Background: an optimization exercise with open tools, aiming at small area, a short achievable clock period and few clock cycles per item. Do not read the settings as production practice. The RTL was checked by simulation tests, not by an equivalence proof against the original design.

== v40 ==
## arr_multiplier_pipe
module arr_multiplier_pipe #(
  parameter int INPUT_BIT_SIZE = 32,
  parameter int STAGES         = 4
) (
  input  logic                          Clk,
  input  logic                          Reset,
  input  logic                          InValid,
  output logic                          InReady,
  input  logic [INPUT_BIT_SIZE-1:0]     InA,
  input  logic [INPUT_BIT_SIZE-1:0]     InB,
  input  logic                          Signed,
  output logic                          OutValid,
  input  logic                          OutReady,
  output logic [2*INPUT_BIT_SIZE-1:0]   Out
);
Size in the first run: about 2800 cells after synthesis, ~140 I/O pins, ~0.031 sq mm of cells after synthesis.
export LEC_CHECK = 0
export ABC_AREA = 1
export CAP_MARGIN = 20
export CORE_MARGIN = 2
export CORE_UTILIZATION = 40
export CTS_CLUSTER_DIAMETER = 100
export CTS_CLUSTER_SIZE = 25
export SLEW_MARGIN = 20
export SYNTH_HIERARCHICAL = 1
export SYNTH_MINIMUM_KEEP_SIZE = 0
create_clock -name core_clock -period 24.0 [get_ports {Clk}]
standard.sh (not shown) runs the stock make flow with config.mk's settings and CLKGATE_MAP_FILE= SYNTH_SCRIPT=/design/flow/synth_recipe.tcl, a recipe that flattens the netlist after the stock synthesis.
==> flow/flow/run.sh <==
#!/bin/bash
# The standard layout, with two changes to how it is made:
#  - the input and output ports get sky130_fd_sc_hd__buf_2 buffers instead of the
#    buffer the resizer picks on its own (a slow delay cell);
#  - the resizer's timing repair aims for SETUP_SLACK_MARGIN ns of setup slack, so it
#    works on the paths that set the achieved period, not only on violations.
# The clock period, SDC and every other setting are the standard flow's.
set -euo pipefail
export SETUP_SLACK_MARGIN=${SETUP_SLACK_MARGIN_OVERRIDE:-18.0}
export BUFFER_PORTS_ARGS="-buffer_cell sky130_fd_sc_hd__buf_2"
export CTS_ARGS="-sink_clustering_enable -repair_clock_nets -dont_use_dummy_load -sink_clustering_size 25 -sink_clustering_max_diameter 100"
bash standard.sh > standard.log 2>&1
Testbench counts of v40, summed over its fixed seeds: cycles 12,024, items 12,000.
diff inputs: v40 => v45
--- a/flow/flow/run.sh
+++ b/flow/flow/run.sh
@@ -8,5 +8,4 @@
 set -euo pipefail
-export SETUP_SLACK_MARGIN=${SETUP_SLACK_MARGIN_OVERRIDE:-18.0}
+export SETUP_SLACK_MARGIN=${SETUP_SLACK_MARGIN_OVERRIDE:-17.8}
 export BUFFER_PORTS_ARGS="-buffer_cell sky130_fd_sc_hd__buf_2"
-export CTS_ARGS="-sink_clustering_enable -repair_clock_nets -dont_use_dummy_load -sink_clustering_size 25 -sink_clustering_max_diameter 100"
 bash standard.sh > standard.log 2>&1
Notes after the runs:
v45: all stages complete, timing, DRC and antenna checks passed
Going from v40 to v45, maximum level of the CTS H-tree level.
Summary of v45 over v40: buffer count from post-CTS setup fixing saw a decrease; overall routed net length lower.
For v45, the highest metal layer with signal wires was met5, unlike v40, where it was met4.
Of v45 and v40, it is v45 that has the higher proportion of cell area spent on the clock network.
Count of non-CTS buffers in the layout shrinks by a few percent when moving from v40 to v45.
## Diff of input files: v52 against v45
Settings: CAP_MARGIN changed from 20 to 5; SLEW_MARGIN changed from 20 to 5.
--- a/flow/flow/run.sh
+++ b/flow/flow/run.sh
@@ -8,3 +8,3 @@
 set -euo pipefail
-export SETUP_SLACK_MARGIN=${SETUP_SLACK_MARGIN_OVERRIDE:-17.8}
+export SETUP_SLACK_MARGIN=${SETUP_SLACK_MARGIN_OVERRIDE:-18.0}
 export BUFFER_PORTS_ARGS="-buffer_cell sky130_fd_sc_hd__buf_2"
==> results.txt <==
The cell area was comparable across v45 and v52. For multi-input logic portion of the cell area, v45 and v52 come out practically identical. For utilization after layout, v52 and v45 come out practically identical. Compared to v45, the router laid down more metal wire for v52. | number of buffers outside the clock class in the layout | lower: v45 |. Worst setup slack up 0.037 ns in v52 wrt v45. Via count for v52: 0.57% up relative to v45. v45 ended up with register to register as its kind of critical path; v52 ended up with register to primary output. v52 vs v45 on worst hold slack: v52 is the lower one. Between v45 and v52, the difference in sequential share of layout area is negligible. v52 ended up with met4 as its highest routed metal layer; v45 ended up with met5.

arr_multiplier_pipe, a different RTL version from the one above (not shown whole).
Size in the first run: about 3000 cells after synthesis, about 330 flip-flops, roughly 140 I/O pins.
Settings: LEC_CHECK=0, ABC_AREA=1, CAP_MARGIN=20, CORE_MARGIN=2, CORE_UTILIZATION=65, PLACE_DENSITY=0.75, SLEW_MARGIN=20, SYNTH_HIERARCHICAL=1, SYNTH_MINIMUM_KEEP_SIZE=0; clock period 24.0 ns.
==> flow/flow/run.sh <==
#!/bin/bash
# The standard layout, with two changes to how it is made:
#  - the input and output ports get sky130_fd_sc_hd__buf_2 buffers instead of the
#    buffer the resizer picks on its own (a slow delay cell);
#  - the resizer's timing repair aims for SETUP_SLACK_MARGIN ns of setup slack, so it
#    works on the paths that set the achieved period, not only on violations.
# The clock period, SDC and every other setting are the standard flow's.
set -euo pipefail
export SETUP_SLACK_MARGIN=${SETUP_SLACK_MARGIN_OVERRIDE:-18.0}
export BUFFER_PORTS_ARGS="-buffer_cell sky130_fd_sc_hd__buf_2"
bash standard.sh > standard.log 2>&1
The baseline finished clean.
Testbench counts at the start, summed over its fixed seeds: cycles 12,024, items 12,000.
Change:
Settings changed: CORE_UTILIZATION 65 to 40, CTS_CLUSTER_DIAMETER set to 70, CTS_CLUSTER_SIZE set to 30, PLACE_DENSITY 0.75 to unset.
After rerunning: The new run went through all stages and came out clean. Synthesized cell count is unchanged. Worst setup slack is about the same. Global-route usage is lower by 15 points. Count of clock-buffer cells in the layout is lower by 20. Critical path depth is unchanged. Area after synthesis does not change. Wire length is higher slightly. Cell area is higher slightly.
Change:
Settings changed: CTS_CLUSTER_DIAMETER 70 to unset, CTS_CLUSTER_SIZE 30 to unset.
Utilization rises by 0.46 points.
Count of clock-buffer cells in the layout is higher by 22.
Routed wire length is higher by 0.96%.
Final area rises by 1.0%.
Worst setup slack is better by 0.042 ns.
Change:
Settings changed: CTS_BUF_LIST set to sky130_fd_sc_hd__clkbuf_8.
Effect: The changed run finished clean; first-iteration DRC count increases by 3.7%; routed wire length is about the same; global-route usage is about the same; utilization is about the same; synthesized area does not change; maximum frequency decreases by 1.5%; die area does not change; worst setup slack gets worse by 0.093 ns.
Change:
Settings changed: CTS_BUF_LIST sky130_fd_sc_hd__clkbuf_8 to unset, CTS_CLUSTER_DIAMETER set to 100, CTS_CLUSTER_SIZE set to 25.
Result: Via count came out lower by 1.7%; hold slack is better by 0.0077 ns; design area is lower by 1.5%; critical path depth does not change; count of clock-buffer cells in the layout went down by 45.

Setup of run A:
Another version of the RTL of arr_multiplier_pipe (not shown whole).
Size: roughly 2800 cells after synthesis, ~140 I/O pins, ~0.031 mm2 of cells after synthesis.
Design arr_multiplier_pipe, start of the top module:
module arr_multiplier_pipe #(
  parameter int INPUT_BIT_SIZE = 32,
  parameter int STAGES         = 4
) (
  input  logic                          Clk,
  input  logic                          Reset,
  input  logic                          InValid,
  output logic                          InReady,
  input  logic [INPUT_BIT_SIZE-1:0]     InA,
  input  logic [INPUT_BIT_SIZE-1:0]     InB,
  input  logic                          Signed,
  output logic                          OutValid,
  input  logic                          OutReady,
  output logic [2*INPUT_BIT_SIZE-1:0]   Out
);
  logic        en, o_en, q_vl, q_vl2;
  logic [63:0] q_q;
  logic        r_vl, o_vl;
  logic        m_vl;
  logic [31:0] a;
  logic [31:0] b;
  logic        s;
  logic [63:0] prod, o_q;
  assign en      = !q_vl;
  assign o_en    = !o_vl || OutReady;
  assign InReady = !q_vl2;
  always_ff @(posedge Clk or negedge Reset) begin
    if (!Reset) begin
      r_vl <= 1'b0;
      o_vl <= 1'b0;
      m_vl <= 1'b0;
      q_vl <= 1'b0;
  ...
Settings: LEC_CHECK=0, ABC_AREA=1, CAP_MARGIN=20, CORE_MARGIN=2, CORE_UTILIZATION=50, CTS_CLUSTER_DIAMETER=100, CTS_CLUSTER_SIZE=25, PLACE_DENSITY=0.65, SLEW_MARGIN=20, SYNTH_HIERARCHICAL=1, SYNTH_MINIMUM_KEEP_SIZE=0; clock period 24.0 ns.
==> flow/flow/run.sh <==
#!/bin/bash
# The standard layout (standard.sh), with three changes to how it is made:
#  - the input and output ports get sky130_fd_sc_hd__buf_2 buffers instead of the
#    buffer the resizer picks on its own (a slow delay cell);
#  - the resizer's timing repair aims for SETUP_SLACK_MARGIN ns of setup slack, so it
#    works on the paths that set the achieved period, not only on violations;
#  - clock tree synthesis adds no dummy loads (same clustering as config.mk).
# The clock period, SDC and every other setting are the standard flow's. The make output goes to
# standard.log; each ORFS step keeps its own log under orfs/logs/.
set -euo pipefail
export SETUP_SLACK_MARGIN=18.0
export BUFFER_PORTS_ARGS="-buffer_cell sky130_fd_sc_hd__buf_2"
export CTS_ARGS="-sink_clustering_enable -repair_clock_nets -dont_use_dummy_load -sink_clustering_size 40 -sink_clustering_max_diameter 60"
bash standard.sh > standard.log 2>&1
Run A completed every stage of the flow, and the final layout passed the timing, DRC and antenna checks.
Testbench counts of run A, summed over its fixed seeds: cycles 12,024, items 12,000.
#### Input delta (run B over run A)
# run A
export LEC_CHECK = 0
export ABC_AREA = 1
export CAP_MARGIN = 20
export CORE_MARGIN = 2
export CORE_UTILIZATION = 50
export CTS_CLUSTER_DIAMETER = 100
export CTS_CLUSTER_SIZE = 25
export PLACE_DENSITY = 0.65
export SLEW_MARGIN = 20
export SYNTH_HIERARCHICAL = 1
export SYNTH_MINIMUM_KEEP_SIZE = 0
create_clock -name core_clock -period 24.0 [get_ports {Clk}]
# run B
export LEC_CHECK = 0
export ABC_AREA = 1
export CAP_MARGIN = 20
export CORE_MARGIN = 2
export CORE_UTILIZATION = 40
export CTS_CLUSTER_DIAMETER = 100
export CTS_CLUSTER_SIZE = 25
export SLEW_MARGIN = 20
export SYNTH_HIERARCHICAL = 1
export SYNTH_MINIMUM_KEEP_SIZE = 0
create_clock -name core_clock -period 24.0 [get_ports {Clk}]
==> flow/flow/run.sh <==
#!/bin/bash
# The standard layout, with two changes to how it is made:
#  - the input and output ports get sky130_fd_sc_hd__buf_2 buffers instead of the
#    buffer the resizer picks on its own (a slow delay cell);
#  - the resizer's timing repair aims for SETUP_SLACK_MARGIN ns of setup slack, so it
#    works on the paths that set the achieved period, not only on violations.
# The clock period, SDC and every other setting are the standard flow's.
set -euo pipefail
export SETUP_SLACK_MARGIN=${SETUP_SLACK_MARGIN_OVERRIDE:-18.0}
export BUFFER_PORTS_ARGS="-buffer_cell sky130_fd_sc_hd__buf_2"
export CTS_ARGS="-sink_clustering_enable -repair_clock_nets -dont_use_dummy_load -sink_clustering_size 25 -sink_clustering_max_diameter 100"
bash standard.sh > standard.log 2>&1
--- outcome ---
- Higher net total in the final layout was reported by run A, not run B.
- No stage failed in run B, and the final checks on the layout all came back clean.
- Run B: global-route usage lower than run A
- Taking run A as the reference, in run B count of plain and timing-repair buffers in the layout fell by 3, number of instances resized during post-cts repair fell by 10.
Here is what was changed in the inputs of run C compared with run B.
# run B
export LEC_CHECK = 0
export ABC_AREA = 1
export CAP_MARGIN = 20
export CORE_MARGIN = 2
export CORE_UTILIZATION = 40
export CTS_CLUSTER_DIAMETER = 100
export CTS_CLUSTER_SIZE = 25
export SLEW_MARGIN = 20
export SYNTH_HIERARCHICAL = 1
export SYNTH_MINIMUM_KEEP_SIZE = 0
create_clock -name core_clock -period 24.0 [get_ports {Clk}]
# run C
export LEC_CHECK = 0
export ABC_AREA = 1
export CAP_MARGIN = 20
export CORE_MARGIN = 2
export CORE_UTILIZATION = 50
export CTS_CLUSTER_DIAMETER = 100
export CTS_CLUSTER_SIZE = 25
export PLACE_DENSITY = 0.65
export SLEW_MARGIN = 20
export SYNTH_HIERARCHICAL = 1
export SYNTH_MINIMUM_KEEP_SIZE = 0
create_clock -name core_clock -period 24.0 [get_ports {Clk}]
==> flow/flow/run.sh <==
#!/bin/bash
# The standard layout (standard.sh), with three changes to how it is made:
#  - the input and output ports get sky130_fd_sc_hd__buf_2 buffers instead of the
#    buffer the resizer picks on its own (a slow delay cell);
#  - the resizer's timing repair aims for SETUP_SLACK_MARGIN ns of setup slack, so it
#    works on the paths that set the achieved period, not only on violations;
#  - clock tree synthesis adds no dummy loads (same clustering as config.mk).
# The clock period, SDC and every other setting are the standard flow's. The make output goes to
# standard.log; each ORFS step keeps its own log under orfs/logs/.
set -euo pipefail
export SETUP_SLACK_MARGIN=18.0
export BUFFER_PORTS_ARGS="-buffer_cell sky130_fd_sc_hd__buf_2"
export CTS_ARGS="-sink_clustering_enable -repair_clock_nets -dont_use_dummy_load -sink_clustering_size 25 -sink_clustering_max_diameter 100 -num_static_layers 1"
bash standard.sh > standard.log 2>&1
## What came out
- Run C — final cell area excluding filler cells 0.70% lower, run B as reference
- Run C against run B: area added between synthesis and finish went down 0.76 points, post-detailed-routing wire length went down about 5.6%, sequential share of layout area went up 0.17 points, count of clock-buffer cells in the layout went down 2.
- From run B to run C the numbers moved as follows: critical path depth stayed essentially flat, clock network area share stayed essentially flat.
- Via count went up slightly going from run B to run C.
For run D, these inputs were changed with respect to run C:
# run C
export LEC_CHECK = 0
export ABC_AREA = 1
export CAP_MARGIN = 20
export CORE_MARGIN = 2
export CORE_UTILIZATION = 50
export CTS_CLUSTER_DIAMETER = 100
export CTS_CLUSTER_SIZE = 25
export PLACE_DENSITY = 0.65
export SLEW_MARGIN = 20
export SYNTH_HIERARCHICAL = 1
export SYNTH_MINIMUM_KEEP_SIZE = 0
create_clock -name core_clock -period 24.0 [get_ports {Clk}]
# run D
export LEC_CHECK = 0
export ABC_AREA = 1
export CAP_MARGIN = 20
export CORE_MARGIN = 2
export CORE_UTILIZATION = 45
export CTS_CLUSTER_DIAMETER = 100
export CTS_CLUSTER_SIZE = 25
export PLACE_DENSITY = 0.6
export SLEW_MARGIN = 20
export SYNTH_HIERARCHICAL = 1
export SYNTH_MINIMUM_KEEP_SIZE = 0
create_clock -name core_clock -period 24.0 [get_ports {Clk}]
--- a/flow/flow/run.sh
+++ b/flow/flow/run.sh
@@ -11,4 +11,4 @@
 export SETUP_SLACK_MARGIN=18.0
 export BUFFER_PORTS_ARGS="-buffer_cell sky130_fd_sc_hd__buf_2"
-export CTS_ARGS="-sink_clustering_enable -repair_clock_nets -dont_use_dummy_load -sink_clustering_size 25 -sink_clustering_max_diameter 100 -num_static_layers 1"
+export CTS_ARGS="-sink_clustering_enable -repair_clock_nets -dont_use_dummy_load -sink_clustering_size 25 -sink_clustering_max_diameter 100"
 bash standard.sh > standard.log 2>&1
==> comparison <==
- Post-route clock period utilization of run D is on par with run C.
- Between run D and run C, it is run D whose first-pass GRT wire length is higher, by 1.6 mm.
- ~same final cell area excluding filler cells in run C and run D

==> what the ideal ports hide <==
How much do the figures lean on ideal ports? The routed layouts below were timed once more, with nothing changed but the port constraints.
Step 1 (the two cells are an assumption about what drives the block):
set clk [get_ports {Clk}]
set_driving_cell -lib_cell sky130_fd_sc_hd__clkbuf_16 $clk
set_driving_cell -lib_cell sky130_fd_sc_hd__buf_2 [delete_from_list [all_inputs] $clk]
Step 2 also shifts input and output timing later by t, the mid clock arrival at the registers, as if the neighbouring blocks saw the same clock.
a / b / c = ideal / step 1 / step 2; a / b = the first two.
run | shift t [ns] | slack for setup (ns) | hold WS [ns] | latest minus earliest clock arrival (ns) | worst slew at a driven data input, ns
v40 | 0.615 | 17.937 / 17.871 / 17.661 | 0.451 / 0.451 / 0.451 | 0.054 / 0.053 | 0.06
v45 | 0.649 | 17.895 / 17.891 / 17.680 | 0.458 / 0.458 / 0.458 | 0.023 / 0.023 | 0.06
v52 | 0.633 | 17.932 / 17.863 / 17.669 | 0.455 / 0.455 / 0.455 | 0.026 / 0.026 | 0.06
the first run of note 2 | 0.626 | 17.953 / 17.894 / 17.844 | 0.447 / 0.447 / 0.447 | 0.020 / 0.020 | 0.04
the second run of note 2 | 0.674 | 17.951 / 17.885 / 17.838 | 0.452 / 0.452 / 0.452 | 0.044 / 0.044 | 0.05
the third run of note 2 | 0.664 | 17.993 / 17.924 / 17.834 | 0.448 / 0.448 / 0.448 | 0.036 / 0.036 | 0.05
the fourth run of note 2 | 0.753 | 17.899 / 17.830 / 17.817 | 0.448 / 0.448 / 0.448 | 0.039 / 0.040 | 0.05
the fifth run of note 2 | 0.639 | 18.006 / 17.939 / 17.859 | 0.456 / 0.456 / 0.456 | 0.027 / 0.027 | 0.05
run A | 0.643 | 18.036 / 17.972 / 17.828 | 0.447 / 0.447 / 0.447 | 0.073 / 0.073 | 0.08
run B | 0.627 | 17.979 / 17.913 / 17.670 | 0.450 / 0.450 / 0.450 | 0.079 / 0.079 | 0.07
run C | 0.601 | 18.081 / 18.016 / 17.840 | 0.452 / 0.452 / 0.452 | 0.059 / 0.059 | 0.08
run D | 0.596 | 18.081 / 18.018 / 17.713 | 0.456 / 0.456 / 0.456 | 0.055 / 0.054 | 0.07
After both steps every run listed still meets setup and hold. For run D, which loses most, drivers alone change the setup slack by -0.063 ns; drivers and shift together by -0.368 ns.
